Context: an optimization exercise on an open-source flow, tuned for small area, a short achievable clock period and few clock cycles per item. The choices shown serve that exercise and are no tape-out recipe.
Only simulation tests tie the RTL to the original design; equivalence was not proved.
Power figures rest on the tool's default switching activity, not on a simulated workload.

// tdm_slot_timer_unit
module tdm_slot_timer_unit (
   input  logic        clock,
   input  logic        reset,
   input  logic        req_valid,
   output logic        req_ready,
   input  logic [47:0] req_now_time,
   output logic        rsp_valid,
   input  logic        rsp_ready,
   output logic [1:0]  rsp_current_slot,
   output logic        rsp_is_own,
   output logic [48:0] rsp_next_own_start,
   output logic [32:0] rsp_wait_time,
   output logic        rsp_error,
   input  logic        csr_we,
   input  logic [2:0]  csr_index,
   input  logic [15:0] csr_wdata
);
   logic [15:0] end0, end1, end2, end3;
   logic [1:0]  cm1;
   logic [1:0]  own;
   logic [15:0] end0_n, end1_n, end2_n, end3_n;
   logic [1:0]  cm1_n, own_n;
   always_comb begin
      end0_n = end0;
      end1_n = end1;
      end2_n = end2;
      end3_n = end3;
      cm1_n  = cm1;
      own_n  = own;
      if (reset) begin
         end0_n = 16'd1;
         end1_n = 16'd2;
         end2_n = 16'd3;
         end3_n = 16'd4;
         cm1_n  = 2'd3;
         own_n  = 2'd0;
      end else if (csr_we) begin
         if (csr_index == 3'd0) end0_n = csr_wdata;
         if (csr_index == 3'd1) end1_n = csr_wdata;
         if (csr_index == 3'd2) end2_n = csr_wdata;
         if (csr_index == 3'd3) end3_n = csr_wdata;
         if (csr_index == 3'd4) cm1_n = (csr_wdata[2:0] == 3'd0) ? 2'd0 :
                                        csr_wdata[2] ? 2'd3 : 2'(csr_wdata[1:0] - 2'd1);
         if (csr_index == 3'd5) own_n = csr_wdata[1:0];
      end
   end
   always_ff @(posedge clock) begin
      end0 <= end0_n;
      end1 <= end1_n;
      end2 <= end2_n;
      end3 <= end3_n;
      cm1  <= cm1_n;
      own  <= own_n;
   end
   logic [15:0] cyc;       
   logic        cz;        
   logic [15:0] ooff;      
   logic [16:0] c1;        
   logic        err;       
   logic [17:0] c3;        
   logic [15:1] hz;        
   logic [17:1] hz3;       
   logic [15:0] cyc_d, ooff_d;
   logic [17:0] c3_d;
   always_comb begin
      case (cm1)
         2'd0: cyc_d = end0;
         2'd1: cyc_d = end1;
         2'd2: cyc_d = end2;
         default: cyc_d = end3;
  ...
Settings: LEC_CHECK=0, CAP_MARGIN=20, CORE_MARGIN=2, CORE_UTILIZATION=40, SLEW_MARGIN=20; clock period 10.0 ns.
standard.sh (not shown) runs the stock make flow with config.mk's settings and CLKGATE_MAP_FILE= SYNTH_SCRIPT=/design/flow/synth_recipe.tcl, a recipe that flattens the netlist after the stock synthesis.
==> flow/flow/run.sh <==
#!/bin/bash
# Standard layout; the repair steps aim at a larger setup margin but work on
# the worst endpoints only; clock tree sinks are clustered in larger groups.
set -euo pipefail
bash standard.sh SETUP_SLACK_MARGIN=6.5 TNS_END_PERCENT=5 CTS_CLUSTER_SIZE=25 CTS_CLUSTER_DIAMETER=100 finish > standard.log 2>&1
Testbench counts at the start, summed over its fixed seeds: cycles 8,144, items 8,000.
Change:
==> flow/flow/run.sh (replaced) <==
#!/bin/bash
# Standard layout, with these changes to how it is made:
#  - ports are buffered with buf_4 cells;
#  - the repair steps aim at a larger setup margin but work on the worst
#    endpoints only;
#  - clock tree sinks are clustered in larger groups.
set -euo pipefail
bash standard.sh SETUP_SLACK_MARGIN=7.0 TNS_END_PERCENT=5 \
  CTS_CLUSTER_SIZE=25 CTS_CLUSTER_DIAMETER=100 \
  BUFFER_PORTS_ARGS="-buffer_cell sky130_fd_sc_hd__buf_4" finish > standard.log 2>&1
The changed run ran to the end with no violations.
Sequential cell count is unchanged.
Worst setup slack degrades by 0.097 ns.
Via count rises by about 0.5%.
Area after synthesis is unchanged.
Cell count rises by about 0.56%.
Clock power is about the same.
Total power increases by about 1.2%.
Register-to-register slack is worse by 0.097 ns.
Final area barely changes.
Routed wire length is about the same.
Clock skew barely changes.
Change:
--- a/flow/flow/run.sh
+++ b/flow/flow/run.sh
@@ -6 +6,2 @@
-#  - clock tree sinks are clustered in larger groups.
+#  - clock tree sinks are clustered in larger groups;
+#  - cells are placed more densely.
@@ -8,2 +9,2 @@
-bash standard.sh SETUP_SLACK_MARGIN=7.0 TNS_END_PERCENT=5 \
-  CTS_CLUSTER_SIZE=25 CTS_CLUSTER_DIAMETER=100 \
+bash standard.sh SETUP_SLACK_MARGIN=6.5 TNS_END_PERCENT=5 \
+  CTS_CLUSTER_SIZE=30 CTS_CLUSTER_DIAMETER=100 PLACE_DENSITY=0.75 \
The new run produced a clean layout.
Critical path depth falls by 4.
Wire length went down slightly.
Register-to-register slack is better by 0.07 ns.
Power drops by a few percent.
Die area stays the same.
Cell count fell slightly.
Worst setup slack improved by 0.072 ns.
Clock skew increases by 0.026 ns.
Synthesized area does not change.
Final area fell slightly.
First-iteration DRC count grows by a quarter to a third.

-- static timing again, ports no longer ideal --
No port has a modelled driver above. Below, the same layouts with a new extraction and two added sets of constraints.
Step 1 assumes that a clkbuf_16 drives the clock port and a buf_2 every other input.
Step 2 times the ports against the registers' clock, not the clock port: input delays grow and output delays shrink by t, the midpoint of the rising clock arrivals with the driver on.
Three values: ideal, step 1, step 2; two values: the first two.
run	t, ns	setup WS [ns]	worst register clock-pin slew, ns	pins driven straight from the clock port
the first run	0.786	6.341 / 6.260 / 5.728	0.10 / 0.10	1
the second run	0.782	6.244 / 6.244 / 5.801	0.11 / 0.11	1
the third run	0.781	6.316 / 6.316 / 5.894	0.12 / 0.12	1
After both steps setup and hold are still met in every run listed. For the first run, which loses most, drivers alone change the setup slack by -0.081 ns; drivers and shift together by -0.613 ns.
